What follows belongs to an exercise in optimizing a design on an open flow for small area, a short achievable clock period and few clock cycles per item; a production flow would make more cautious choices.
The RTL was checked by simulation tests, not by an equivalence proof against the original design.

== run Y ==
==> flow/design.v <==
package smt_pkg;
  localparam int CAPACITY = 16;
  localparam int KEY_BITS = 32;
  localparam int IDX_W = $clog2(CAPACITY);
  localparam int CNT_W = $clog2(CAPACITY + 1);
  localparam int COUNT_OUT_W = 5;
  localparam int REQ_W = 2;
  localparam int IN_DATA_W = ((KEY_BITS + 7) / 8) * 8;
  localparam int OUT_DATA_W = 8;
  localparam logic [REQ_W-1:0] REQ_LOOKUP = 2'd0;
  localparam logic [REQ_W-1:0] REQ_INSERT = 2'd1;
  localparam logic [REQ_W-1:0] REQ_REMOVE = 2'd2;
  typedef enum logic [1:0] {
    ST_IDLE,
    ST_MATCH,
    ST_UPDATE
  } state_t;
  typedef struct packed {
    logic load;
    logic match;
    logic commit;
  } cmd_t;
endpackage
module smt_ctrl (
  input  logic          clk,
  input  logic          rst_n,
  input  logic          in_tvalid,
  output logic          in_tready,
  input  logic          out_tvalid,
  input  logic          out_tready,
  output smt_pkg::cmd_t cmd
);
  logic [1:0] held_r, held_nxt;
  logic       pop;
  logic       ready_any_r;     
  logic       ready_pop_r;     
  assign pop        = out_tvalid && out_tready;
  assign in_tready  = ready_any_r || (ready_pop_r && out_tready);
  assign cmd.load   = in_tvalid && in_tready;
  assign cmd.match  = 1'b0;
  assign cmd.commit = 1'b0;
  assign held_nxt = held_r + {1'b0, cmd.load} - {1'b0, pop};
  always_ff @(posedge clk) begin
    if (!rst_n) begin
      held_r      <= '0;
      ready_any_r <= 1'b1;
      ready_pop_r <= 1'b0;
    end else begin
      held_r      <= held_nxt;
      ready_any_r <= held_nxt <= 2'd1;
      ready_pop_r <= held_nxt == 2'd2;
    end
  end
endmodule
module smt_dpath (
  input  logic                            clk,
  input  logic                            rst_n,
  input  smt_pkg::cmd_t                   cmd,
  input  logic                            out_tready,
  input  logic [smt_pkg::REQ_W-1:0]       req_in,
  input  logic [smt_pkg::KEY_BITS-1:0]    key_in,
  output logic                            out_tvalid,
  output logic                            was_present,
  output logic [smt_pkg::COUNT_OUT_W-1:0] entry_count,
  output logic                            dropped
);
  localparam int CAP = smt_pkg::CAPACITY;
  logic [smt_pkg::KEY_BITS-1:0] store_r [CAP];
  logic [CAP-1:0]               valid_r;
  logic [CAP-1:0]               free;         
  logic [smt_pkg::CNT_W-1:0]    count_r, count_nxt, count_hit, count_miss;
  logic [CAP-1:0]               cmp_match;
  logic                         cmp_same;
  logic                         upd_valid_r;
  logic [smt_pkg::KEY_BITS-1:0] upd_key_r;
  logic [smt_pkg::REQ_W-1:0]    upd_req_r;
  logic [CAP-1:0]               upd_match_r;
  logic [CAP-1:0]               match;
  logic                         hit, full, is_ins, is_rem, ins_ok, rem_ok, ins_new;
  localparam int RES_W = 1 + smt_pkg::COUNT_OUT_W + 1;
  logic [RES_W-1:0] res;
  logic [RES_W-1:0] res_r [2];
  logic [RES_W-1:0] out_res;
  logic             wr_sel_r;              
  logic [1:0]       rd_sel_r;              
  logic [1:0]       res_count_r;           
  logic             out_valid_r;
  logic             pop;
  assign cmp_same = (upd_key_r == key_in);
  always_comb begin
    for (int i = 0; i < CAP; i++) begin
      cmp_match[i] = (valid_r[i] && (store_r[i] == key_in)) || (free[i] && cmp_same);
    end
  end
  always_ff @(posedge clk) begin
    upd_key_r   <= key_in;
    upd_req_r   <= req_in;
    upd_match_r <= cmp_match;
  end
  always_ff @(posedge clk) begin
    if (!rst_n) begin
      upd_valid_r <= 1'b0;
    end else begin
      upd_valid_r <= cmd.load;
    end
  end
  always_comb begin
    for (int i = 0; i < CAP; i++) begin
      match[i] = valid_r[i] && upd_match_r[i];
    end
  end
  assign hit    = |match;
  assign full   = count_r[smt_pkg::IDX_W];
  assign is_ins = (upd_req_r == smt_pkg::REQ_INSERT);
  assign is_rem = (upd_req_r == smt_pkg::REQ_REMOVE);
  assign ins_ok = upd_valid_r && is_ins && !full;
  assign rem_ok = upd_valid_r && is_rem;
  assign count_hit  = rem_ok ? count_r - 1'b1 : count_r;
  assign count_miss = ins_ok ? count_r + 1'b1 : count_r;
  assign count_nxt  = hit ? count_hit : count_miss;
  always_comb begin
    for (int i = 0; i < CAP; i++) begin
      free[i] = !valid_r[i] && ((valid_r & ~({CAP{1'b1}} << i)) == ~({CAP{1'b1}} << i));
    end
  end
  assign ins_new = ins_ok && !hit;
  always_ff @(posedge clk) begin
    if (!rst_n) begin
      count_r <= '0;
      valid_r <= '0;
    end else begin
      count_r <= count_nxt;
      for (int i = 0; i < CAP; i++) begin
        valid_r[i] <= (valid_r[i] && !(rem_ok && match[i])) || (ins_new && free[i]);
      end
    end
  end
  always_ff @(posedge clk) begin
    for (int i = 0; i < CAP; i++) begin
      if (free[i]) begin
        store_r[i] <= upd_key_r;
      end
    end
  end
  assign res = {is_ins && full && !hit, count_nxt, hit};
  assign pop = out_valid_r && out_tready;
  always_ff @(posedge clk) begin
    if (!rst_n) begin
      wr_sel_r    <= 1'b0;
      rd_sel_r    <= 2'b01;
      res_count_r <= '0;
      out_valid_r <= 1'b0;
    end else begin
      wr_sel_r    <= wr_sel_r ^ upd_valid_r;
      if (pop) begin
        rd_sel_r <= {rd_sel_r[0], rd_sel_r[1]};
      end
      res_count_r <= res_count_r + {1'b0, upd_valid_r} - {1'b0, pop};
      out_valid_r <= (res_count_r + {1'b0, upd_valid_r} - {1'b0, pop}) != 2'd0;
    end
  end
  always_ff @(posedge clk) begin
    for (int j = 0; j < 2; j++) begin
      if (upd_valid_r && wr_sel_r == 1'(j)) begin
        res_r[j] <= res;
      end
    end
  end
  assign out_tvalid  = out_valid_r;
  always_comb begin
    out_res = '0;
    for (int j = 0; j < 2; j++) begin
      out_res = out_res | (res_r[j] & {RES_W{rd_sel_r[j]}});
    end
  end
  assign was_present = out_res[0];
  assign entry_count = out_res[smt_pkg::COUNT_OUT_W:1];
  assign dropped     = out_res[RES_W-1];
endmodule
module set_membership_table_top (
  input  logic                           clk,
  input  logic                           rst_n,
  input  logic                           in_tvalid,
  output logic                           in_tready,
  input  logic [smt_pkg::IN_DATA_W-1:0]  in_tdata,   
  input  logic [smt_pkg::REQ_W-1:0]      in_tuser,   
  output logic                           out_tvalid,
  input  logic                           out_tready,
  output logic [smt_pkg::OUT_DATA_W-1:0] out_tdata   
);
  smt_pkg::cmd_t                   cmd;
  logic                            was_present;
  logic [smt_pkg::COUNT_OUT_W-1:0] entry_count;
  logic                            dropped;
  smt_ctrl u_ctrl (
    .clk        (clk),
    .rst_n      (rst_n),
    .in_tvalid  (in_tvalid),
    .in_tready  (in_tready),
    .out_tvalid (out_tvalid),
    .out_tready (out_tready),
    .cmd        (cmd)
  );
  smt_dpath u_dpath (
    .clk         (clk),
    .rst_n       (rst_n),
    .cmd         (cmd),
    .out_tready  (out_tready),
    .req_in      (in_tuser),
    .key_in      (in_tdata[smt_pkg::KEY_BITS-1:0]),
    .out_tvalid  (out_tvalid),
    .was_present (was_present),
    .entry_count (entry_count),
    .dropped     (dropped)
  );
  assign out_tdata = {1'b0, dropped, entry_count, was_present};
endmodule
export LEC_CHECK = 0
export CAP_MARGIN = 20
export CORE_MARGIN = 2
export CORE_UTILIZATION = 40
export PLACE_DENSITY = 0.6
export SETUP_SLACK_MARGIN = 1.4
export SLEW_MARGIN = 20
create_clock -name core_clock -period 3.4 [get_ports {clk}]
standard.sh (not shown) runs the stock make flow with config.mk's settings and CLKGATE_MAP_FILE= SYNTH_SCRIPT=/design/flow/synth_recipe.tcl, a recipe that flattens the netlist after the stock synthesis.
==> flow/flow/run.sh <==
#!/bin/bash
# The standard ORFS flow, run in two parts:
#  1. synthesis exactly as standard.sh makes it;
#  2. floorplan to final layout with two changes:
#     - the clock tree is built with larger sink clusters and without the
#       dummy loads CTS adds to balance it;
#     - delay cells are kept out of port buffering and timing repair, so the
#       port buffers are plain buffers (flow/dont_use.tcl, run before each
#       OpenROAD step).
# Each part's full output goes to its own log file in this folder; ORFS's
# per-step logs stay under orfs/logs/.
set -euo pipefail
W=$(pwd)

bash standard.sh synth > "$W/flow_synth.log" 2>&1

export CTS_ARGS="-sink_clustering_enable -repair_clock_nets -dont_use_dummy_load -sink_clustering_size 30 -sink_clustering_max_diameter 60"
for step in FLOORPLAN GLOBAL_PLACE_SKIP_IO IO_PLACEMENT GLOBAL_PLACE RESIZE DETAIL_PLACE REPAIR_TIMING_POST_PLACE CTS GLOBAL_ROUTE DETAIL_ROUTE FILLCELL; do
  export PRE_${step}_TCL="$W/flow/dont_use.tcl"
done

bash standard.sh > "$W/flow_layout.log" 2>&1
==> flow/flow/dont_use.tcl <==
# Keep delay cells out of port buffering and timing repair.
set_dont_use [get_lib_cells {sky130_fd_sc_hd__dlygate* sky130_fd_sc_hd__clkdlybuf*}]
Testbench counts of run Y, summed over its fixed seeds: cycles 12,016, items 12,000.
Input-level comparison between run M and run Y:
--- a/flow/design.v
+++ b/flow/design.v
@@ -8,19 +8,12 @@
   localparam int IN_DATA_W = ((KEY_BITS + 7) / 8) * 8;
   localparam int OUT_DATA_W = 8;
   localparam logic [REQ_W-1:0] REQ_LOOKUP = 2'd0;
   localparam logic [REQ_W-1:0] REQ_INSERT = 2'd1;
   localparam logic [REQ_W-1:0] REQ_REMOVE = 2'd2;
-  typedef enum logic [1:0] {
-    ST_IDLE,
-    ST_MATCH,
-    ST_UPDATE
-  } state_t;
   typedef struct packed {
-    logic load;
-    logic match;
-    logic commit;
+    logic load;      
   } cmd_t;
 endpackage
 module smt_ctrl (
   input  logic          clk,
   input  logic          rst_n,
@@ -35,12 +28,10 @@
   logic       ready_any_r;     
   logic       ready_pop_r;     
   assign pop        = out_tvalid && out_tready;
   assign in_tready  = ready_any_r || (ready_pop_r && out_tready);
   assign cmd.load   = in_tvalid && in_tready;
-  assign cmd.match  = 1'b0;
-  assign cmd.commit = 1'b0;
   assign held_nxt = held_r + {1'b0, cmd.load} - {1'b0, pop};
   always_ff @(posedge clk) begin
     if (!rst_n) begin
       held_r      <= '0;
       ready_any_r <= 1'b1;
### Flow results
Run M reached the final stage; the timing, DRC and antenna checks on its layout passed.
Combined area of all synthesized cells: run Y vs run M identical
Run M -> run Y: fraction of the cycle the final worst path needs delta 0, exact match
Run M vs. run Y: area share of xor/xnor cells in the synthesized design was more or less identical; worst setup skew after layout now sits at about the same level; non-clock buffer instance count of the final layout ~0 delta.
Testbench counts of run M, summed over its fixed seeds: cycles 12,016, items 12,000.

separate check: timing with driven ports:
Ports are ideal in the flow. The routed layouts listed here were re-timed in OpenROAD.
Step 1, drivers: a clkbuf_16 drives clk and a buf_2 each remaining input, both assumed.
Step 2 times the ports against the registers' clock, not the clock port: input delays grow and output delays shrink by t, the midpoint of the rising clock arrivals with the driver on.
Slacks: ideal / step 1 / step 2; pairs: ideal / step 1.
run | t, ns | slack for setup (ns) | worst setup path after step 2 | worst register clock-pin slew, ns | worst slew at a driven data input, ns
run Y | 0.648 | 1.353 / 1.376 / 0.746 | input to register | 0.11 / 0.11 | 0.06
run M | 0.648 | 1.353 / 1.376 / 0.746 | input to register | 0.11 / 0.11 | 0.06
After both steps setup and hold are still met in every run listed.
